This design comes from an exercise in tuning for small area, a short achievable clock period and few clock cycles on the open sky130 flow, not from production work. In this exercise RTL edits were held to simulation tests only and were not proved equivalent to the original.

==> flow/design.v (excerpt) <==
module spmv_top (
    input  logic                       clk,
    input  logic                       rst_n,
    input  logic                       cmd_val,
    input  logic [5:0]                 cmd_opcode,
    input  logic [64-1:0]     cmd_config_data,
    output logic                       busy,
    output logic                       resp_val,
    input  logic                       resp_rdy,
    output logic [64-1:0]     resp_data,
    input  logic                       mem_req_rdy,
    output logic                       mem_req_val,
    output logic [6-1:0] mem_req_transid,
    output logic [40-1:0]   mem_req_addr,
    input  logic                       mem_resp_val,
    input  logic [6-1:0] mem_resp_transid,
    input  logic [64-1:0]     mem_resp_data
);
Size: roughly 5600 cells after synthesis, about 2700 flip-flops, about 260 I/O pins, about 99000 µm² of cells after synthesis.
export LEC_CHECK = 0
export CAP_MARGIN = 20
export CORE_MARGIN = 2
export CORE_UTILIZATION = 65
export CTS_CLUSTER_DIAMETER = 100
export CTS_CLUSTER_SIZE = 20
export SLEW_MARGIN = 20
create_clock -name core_clock -period 12.0 [get_ports {clk}]
standard.sh (not shown) runs the stock make flow with config.mk's settings and CLKGATE_MAP_FILE= SYNTH_SCRIPT=/design/flow/synth_recipe.tcl, a recipe that flattens the netlist after the stock synthesis.
==> flow/flow/run.sh <==
#!/bin/bash
# The standard layout (the standard.sh: the standard synthesis and every ORFS step
# unchanged, at the design's clock and constraints), with one difference: the timing repair
# is asked for 8.2 ns of setup slack instead of 0, so the resizer also speeds up paths that
# already meet the 12 ns clock. make and each ORFS step log to orfs/logs/...; the make run
# itself logs to standard.log.
set -euo pipefail
cd "$(dirname "$0")/.."
export SETUP_SLACK_MARGIN=8.2
bash standard.sh > standard.log 2>&1
Testbench counts at the start, summed over its fixed seeds: cycles 129,440.
Rerun with:
--- a/flow/design.v
+++ b/flow/design.v
@@ -93,77 +93,87 @@
     logic [12+1:0] off_rl;            
     logic [6-1:0] colq [0:CQ-1];
     logic                   want_rl, want_x, want_v, want_c, gen_any, gen_fire;
     logic                   rl_more;           
     logic                   avail_nz;          
     logic [12:0]   avail_nx;
     logic                   gen_rl, gen_c, gen_x;
+    logic                   s1_v, s1_vec;      
+    logic [1:0]             s1_kind;
+    logic [12+1:0] s1_off;
     localparam int HI_W = 40 - 12 - 2;
     logic [HI_W-1:0]        val_hi1, vec_hi1;
-    logic [12+2:0] g_lo;
-    logic [12+1:0] g_blo;             
+    logic [12+2:0] s1_lo;
+    logic [12+1:0] s1_blo;            
+    assign s1_lo = {1'b0, s1_blo} + {1'b0, s1_off};
     assign val_hi1 = val_ptr[40-1:12+2] + 1'b1;
     assign vec_hi1 = vec_ptr[40-1:12+2] + 1'b1;
-    logic [1:0]             pkind [0:1];       
-    logic [12+1:0] plo [0:1];         
-    logic                   pvec [0:1];        
-    logic                   pcy [0:1];
+    logic [1:0]             pkind [0:2];       
+    logic [12+1:0] plo [0:2];         
+    logic                   pvec [0:2];        
+    logic                   pcy [0:2];
     logic                   gvec;              
     logic [12+1:0] goff;
-    logic                   pq_wp, pq_rp;
+    logic [1:0]             pq_wp, pq_rp;
     logic [1:0]             pq_cnt;
     logic                   oh;                
     logic                   req_hsk, out_free, pend_move;
     logic [2:0]             out_cnt, out_cnt_nx;
     logic                   rl_back_e, rl_back_p;    
     logic [2:0]             rl_cred_in;
     assign rl_cred_in = rl_cred + {2'b00, rl_back_e} + {2'b00, rl_back_p};
     assign want_v    = vnext;
     assign want_rl   = rl_more && rl_cred != 3'd0;
     assign want_c    = avail_nz && cq_cred != 3'd0;
     assign want_x    = cq_wp != xi3;
     assign gen_any   = spm_ok && (want_v || want_rl || want_c || want_x);
     assign gvec      = !want_v && !want_rl && !want_c;
-    assign g_blo     = gvec ? vec_ptr[12+1:0] : val_ptr[12+1:0];
-    assign g_lo      = {1'b0, g_blo} + {1'b0, goff};
     always_comb begin
         if (want_v)       goff = {2'b00, kv};
         else if (want_rl) goff = off_rl;
         else if (want_c)  goff = {1'b0, off_col};
         else              goff = {{(12+2-6){1'b0}}, colq[xi3[1:0]]};
     end
     assign req_hsk   = mem_req_val && mem_req_rdy;
     assign out_free  = !oh || req_hsk;
     assign pend_move = st_run && pq_cnt != 2'd0 && out_free;
-    assign gen_fire  = gen_any && pq_cnt != 2'd2;
+    assign gen_fire  = gen_any && (s1_v ? pq_cnt[1] == 1'b0 : pq_cnt != 2'd3);
     assign gen_rl    = gen_fire && !want_v && want_rl;
     assign gen_c     = gen_fire && !want_v && !want_rl && want_c;
     assign gen_x     = gen_fire && !want_v && !want_rl && !want_c;
     always_ff @(posedge clk) begin
         if (gen_fire) begin
-            pkind[pq_wp] <= want_v ? 2'd2 : want_rl ? 2'd1 :
-                            want_c ? 2'd3 : 2'd0;
-            plo[pq_wp]   <= g_lo[12+1:0];
-            pvec[pq_wp]  <= gvec;
-            pcy[pq_wp]   <= g_lo[12+2];
+            s1_kind <= want_v ? 2'd2 : want_rl ? 2'd1 :
+                       want_c ? 2'd3 : 2'd0;
+            s1_vec  <= gvec;
+            s1_off  <= goff;
+            s1_blo  <= gvec ? vec_ptr[12+1:0] : val_ptr[12+1:0];
+        end
+        if (s1_v) begin
+            pkind[pq_wp] <= s1_kind;
+            plo[pq_wp]   <= s1_lo[12+1:0];
+            pvec[pq_wp]  <= s1_vec;
+            pcy[pq_wp]   <= s1_lo[12+2];
         end
     end
     assign out_cnt_nx = out_cnt + {2'b00, req_hsk} - {2'b00, mem_resp_val};
     always_ff @(posedge clk) begin
         if (!rst_n) begin
+            s1_v        <= 1'b0;
             pq_cnt      <= '0;
             pq_wp       <= '0;
             pq_rp       <= '0;
             oh          <= 1'b0;
             mem_req_val <= 1'b0;
             out_cnt     <= '0;
         end else begin
-            pq_cnt      <= pq_cnt + {1'b0, gen_fire} - {1'b0, pend_move};
-            if (gen_fire) pq_wp <= !pq_wp;
-            if (pend_move) pq_rp <= !pq_rp;
+            s1_v        <= gen_fire;
+            pq_cnt      <= pq_cnt + {1'b0, s1_v} - {1'b0, pend_move};
+            if (s1_v) pq_wp <= pq_wp == 2'd2 ? 2'd0 : pq_wp + 1'b1;
+            if (pend_move) pq_rp <= pq_rp == 2'd2 ? 2'd0 : pq_rp + 1'b1;
             oh          <= pend_move || (oh && !req_hsk);
             mem_req_val <= (pend_move || (oh && !req_hsk)) && out_cnt_nx != 3'd4;
             out_cnt     <= out_cnt_nx;
         end
     end
     always_ff @(posedge clk) begin
         if (pend_move) begin
@@ -348,15 +358,15 @@
                 end else begin
                     cnt_row <= cnt_row + 1'b1;
                     first   <= 1'b0;
                 end
             end
         end
     end
-    assign done_c = all_in_q && !pad_r && !gen_any && pq_cnt == 2'd0 && !oh && out_cnt == 3'd0;
+    assign done_c = all_in_q && !pad_r && !gen_any && !s1_v && pq_cnt == 2'd0 && !oh && out_cnt == 3'd0;
     logic [32-1:0] ych [0:64-1];
     logic [64-1:0] nz_row;     
     logic [6:0]    sc;          
     logic [2:0]              tsel;
     logic [32-1:0] tap;
     logic                    all_in, all_in_q, ld_first, ld_next, sh;
     logic                    pad_r, first_sh;    
Effect:
- worst hold slack loses 0.0085 ns
- setup slack loses 0.036 ns
- wire length climbs by about 5%
- sequential share of layout area drops by 0.16 points
- register-to-register slack gains 0.04 ns
- core utilization climbs by 0.33 points
Testbench counts after the change, summed over its fixed seeds: cycles 129,715.

-- separate check: timing with driven ports --
How much do the figures lean on ideal ports? The routed layouts below were timed once more, with nothing changed but the port constraints.
Step 1: set_driving_cell puts a clkbuf_16 on clk and a buf_2 on each other input, an assumption about the parent block.
Step 2 moves the port delays by t, midway between the first and last clock arrival at a register: inputs arrive t later, outputs are due t later. That takes back most of the time a late clock gives input paths.
Three values: no drivers, after step 1, after step 2; two values: the first two.
run	t, ns	slack for setup (ns)	hold slack, ns	worst setup path after step 2	cell pins on the clock port's net
the first run	0.857	8.180 / 8.096 / 7.428	0.401 / 0.401 / 0.401	input to register	1
the second run	0.891	8.144 / 8.056 / 7.358	0.392 / 0.392 / 0.392	input to register	1
After both steps every run listed still meets setup and hold. The setup slack of the second run, which loses most, moves by -0.088 ns with the drivers and by -0.786 ns with both steps.
